Source: an optimization exercise on an open RTL-to-GDS flow (aim: small area, a short achievable clock period and few clock cycles per item). Production flows keep margins and buffers that such runs may drop.
Only simulation tests tie the RTL to the original design; equivalence was not proved.

Setup of run 1:
Design fm_phase_discriminator_decimating_unit, start of the top module:
module fm_phase_discriminator_decimating_unit (
   input  logic               clock,
   input  logic               reset,
   input  logic               req_valid,
   output logic               req_ready,
   input  logic signed [15:0] req_in_real,
   input  logic signed [15:0] req_in_imag,
   output logic               rsp_valid,
   input  logic               rsp_ready,
   output logic signed [15:0] rsp_phase_word,
   input  logic               csr_valid,
   output logic               csr_ready,
   input  logic               csr_output_format
);
Size in the first run: ~430 flip-flops, roughly 57 I/O pins, roughly 0.037 mm² of cells after synthesis.
Settings: LEC_CHECK=0, CAP_MARGIN=20, CORE_MARGIN=2, CORE_UTILIZATION=40, PLACE_DENSITY=0.6, SLEW_MARGIN=20; clock period 10.0 ns.
run.sh (not shown) runs the stock make flow with config.mk's settings and CLKGATE_MAP_FILE= SYNTH_SCRIPT=/design/flow/synth_recipe.tcl, a recipe that flattens the netlist after the stock synthesis.
Run 1 finished every step from synthesis to the final layout, and the layout passed the timing, DRC and antenna checks.
Testbench counts of run 1, summed over its fixed seeds: cycles 22,776, items 512.
[inputs] run 2 vs run 1
==> flow/flow/run.sh (new file) <==
#!/bin/bash
set -euo pipefail
bash standard.sh SETUP_SLACK_MARGIN=7 finish > standard_flow.log 2>&1
==> flow/standard.sh (new file) <==
#!/bin/bash
# synth_recipe.tcl (not shown) runs the flow's synth.tcl, then flattens the netlist and writes it again
# the make line also repeats each setting of config.mk as NAME=value (left out here)
make -C /OpenROAD-flow-scripts/flow DESIGN_CONFIG=/design/flow/config.mk WORK_HOME=/design/flow/orfs CLKGATE_MAP_FILE= SYNTH_SCRIPT=/design/flow/synth_recipe.tcl "${@:-finish}"
removed: flow/run.sh
Findings:
Re final cell count: run 2 is 406 up on run 1. Run 1 reports its worst setup path endpoint as u_back.z2_ff[31] while run 2 reports u_back.y1_ff[38]. [compare] base=run 1 new=run 2: highest attainable clock frequency grew by 37%, cell area after layout grew by 0.0088 mm².
#### Input delta (run 3 over run 2)
Settings: a change of CORE_UTILIZATION from 40 to 60; a change of PLACE_DENSITY from 0.6 to 0.75; an added SETUP_SLACK_MARGIN of 5.
==> flow/run.sh (new file) <==
#!/bin/bash
# synth_recipe.tcl (not shown) runs the flow's synth.tcl, then flattens the netlist and writes it again
# the make line also repeats each setting of config.mk as NAME=value (left out here)
make -C /OpenROAD-flow-scripts/flow DESIGN_CONFIG=/design/flow/config.mk WORK_HOME=/design/flow/orfs CLKGATE_MAP_FILE= SYNTH_SCRIPT=/design/flow/synth_recipe.tcl finish
removed: flow/flow/run.sh
removed: flow/standard.sh
==> notes.md <==
Re non-clock buffer share of cell area: run 2 was higher than run 3.
Taking run 3 over run 2, the cell area after layout ratio works out to 0.869.
Looking at total length of routed wires, run 3 sits below run 2.
Utilization run 2 -> run 3: up
Fraction of area in multi-input gates delta for run 3 relative to run 2: 1.7 points higher
Looking at portion of the clock cycle consumed by the worst path in the final layout across run 2 and run 3, the one that comes out higher is run 3.
Die extent in x (higher): run 2
Highest achievable clock rate, run 3 vs run 2: down slightly
Going from run 2 to run 3, first-pass GRT wire length shrank by more than 10%.
Looking at via count, run 3 sits below run 2.
Summary — clock buffer count, run 3 relative to run 2: higher, by about 16%.
What run 4 does differently from run 3 at the input level:
Settings: PLACE_DENSITY changed from 0.75 to 0.6; CORE_UTILIZATION changed from 60 to 40.
==> notes.md <==
Run 4 vs. run 3: sequential share of cell area went down by 0.47 points, antenna cell count shrank by 1, final setup slack of the worst path saw an increase.
Looking at origin of the worst setup path, the u_back.y1_ff[27] result is from run 3; the u_back.y2_ff[30] one comes from run 4.
Delta(post-cts resize count, run 4 - run 3) > 0
Clock transition at the register clock pins on the worst setup and hold paths after CTS essentially unchanged between run 4 and run 3.

---

fm_phase_discriminator_decimating_unit, a different RTL version from the one above (not shown whole).
Size: roughly 4,000 cells after synthesis, ~410 flip-flops, ~34,000 sq um of cells after synthesis.
## fm_phase_discriminator_decimating_unit
module fm_phase_discriminator_decimating_unit (
   input  logic               clock,
   input  logic               reset,
   input  logic               req_valid,
   output logic               req_ready,
   input  logic signed [15:0] req_in_real,
   input  logic signed [15:0] req_in_imag,
   output logic               rsp_valid,
   input  logic               rsp_ready,
   output logic signed [15:0] rsp_phase_word,
   input  logic               csr_valid,
   output logic               csr_ready,
   input  logic               csr_output_format
);
==> flow/config.mk <==
export PLATFORM = sky130hd
export DESIGN_NAME = fm_phase_discriminator_decimating_unit
export DESIGN_NICKNAME = fm_phase_discriminator_decimating_unit
export VERILOG_FILES = /design/flow/design.v
export SDC_FILE = /design/flow/constraint.sdc
export NUM_CORES = 4
export LEC_CHECK = 0
export CAP_MARGIN = 20
export CORE_MARGIN = 2
export CORE_UTILIZATION = 40
export CTS_CLUSTER_DIAMETER = 70
export CTS_CLUSTER_SIZE = 30
export PLACE_DENSITY = 0.6
export SETUP_SLACK_MARGIN = 5
export SLEW_MARGIN = 20
==> flow/constraint.sdc <==
create_clock -name core_clock -period 10.0 [get_ports {clock}]
set_input_delay 2.0000 -clock core_clock [delete_from_list [all_inputs] [get_ports {clock}]]
set_output_delay 2.0000 -clock core_clock [all_outputs]
set_load 0.01 [all_outputs]
Stock flow here: none of the scripts above is used.
The baseline finished clean.
Testbench counts at the start, summed over its fixed seeds: cycles 22,776, items 512.
Edit:
- CTS_CLUSTER_DIAMETER: 70 -> unset
- CTS_CLUSTER_SIZE: 30 -> unset
The changed run went through all stages and came out clean; setup slack gets better by 0.024 ns; die area stays the same; worst hold slack barely changes; via count climbs by 0.74%; utilization climbs by 0.42 points; non-clock buffer count does not change; cell area climbs by 0.92%; clock-buffer cell count climbs by 24; maximum frequency climbs by 0.49%; sequential share of layout area drops by 0.21 points.
Edit:
==> flow/flow/run.sh (new file) <==
#!/bin/bash
set -euo pipefail
bash standard.sh SETUP_SLACK_MARGIN=6 finish > standard_flow.log 2>&1
==> flow/standard.sh (new file) <==
#!/bin/bash
# synth_recipe.tcl (not shown) runs the flow's synth.tcl, then flattens the netlist and writes it again
# the make line also repeats each setting of config.mk as NAME=value (left out here)
make -C /OpenROAD-flow-scripts/flow DESIGN_CONFIG=/design/flow/config.mk WORK_HOME=/design/flow/orfs CLKGATE_MAP_FILE= SYNTH_SCRIPT=/design/flow/synth_recipe.tcl "${@:-finish}"
- SETUP_SLACK_MARGIN: 5 -> unset
removed: flow/run.sh
The new run finished clean.
Via count grows by 6.2%.
Setup slack improves by 0.21 ns.
Count of clock-buffer cells in the layout drops by 4.
Cell count increases by 4.9%.
Core utilization rises by 6.1 points.
Clock skew hardly moves.
Design area went up by 13%.
Edit:
==> flow/flow/run.sh (replaced) <==
#!/bin/bash
set -euo pipefail
bash standard.sh SETUP_SLACK_MARGIN=5.5 finish > standard_flow.log 2>&1
The changed run went through all stages and came out clean.
Wire length came out lower by 5.0%.
Final area came out lower by 7.3%.
Hold slack stays flat.
Via count came out lower by 2.9%.
Area after synthesis stays the same.

-- static timing again, ports no longer ideal --
No port has a modelled driver above. Below, the same layouts with a new extraction and two added sets of constraints.
Step 1 (the two cells are an assumption about what drives the block):
set clk [get_ports {clock}]
set_driving_cell -lib_cell sky130_fd_sc_hd__clkbuf_16 $clk
set_driving_cell -lib_cell sky130_fd_sc_hd__buf_2 [delete_from_list [all_inputs] $clk]
Step 2 moves the port delays by t, midway between the first and last clock arrival at a register: inputs arrive t later, outputs are due t later. That takes back most of the time a late clock gives input paths.
Slacks: no drivers / after step 1 / after step 2; pairs: no drivers / after step 1.
| run | t, ns | setup slack, ns | slew at the worst register clock pin (ns) | worst data-port slew with drivers (ns) |
|---|---|---|---|---|
| run 1 | 0.679 | 3.105 / 3.105 / 3.105 | 0.07 / 0.07 | 0.04 |
| run 2 | 0.695 | 4.949 / 4.949 / 4.949 | 0.07 / 0.07 | 0.06 |
| run 3 | 0.676 | 4.912 / 4.912 / 4.622 | 0.07 / 0.07 | 0.04 |
| run 4 | 0.692 | 5.033 / 5.033 / 4.574 | 0.07 / 0.07 | 0.05 |
| the first run of note 2 | 0.641 | 5.136 / 5.136 / 4.580 | 0.11 / 0.11 | 0.04 |
| the second run of note 2 | 0.668 | 5.159 / 5.159 / 4.586 | 0.07 / 0.07 | 0.04 |
| the third run of note 2 | 0.671 | 5.374 / 5.374 / 5.279 | 0.07 / 0.07 | 0.05 |
| the fourth run of note 2 | 0.667 | 5.416 / 5.416 / 4.989 | 0.07 / 0.07 | 0.05 |
After both steps setup and hold are still met in every run listed. For the second run of note 2, which loses most, drivers alone change the setup slack by 0.000 ns; drivers and shift together by -0.573 ns.
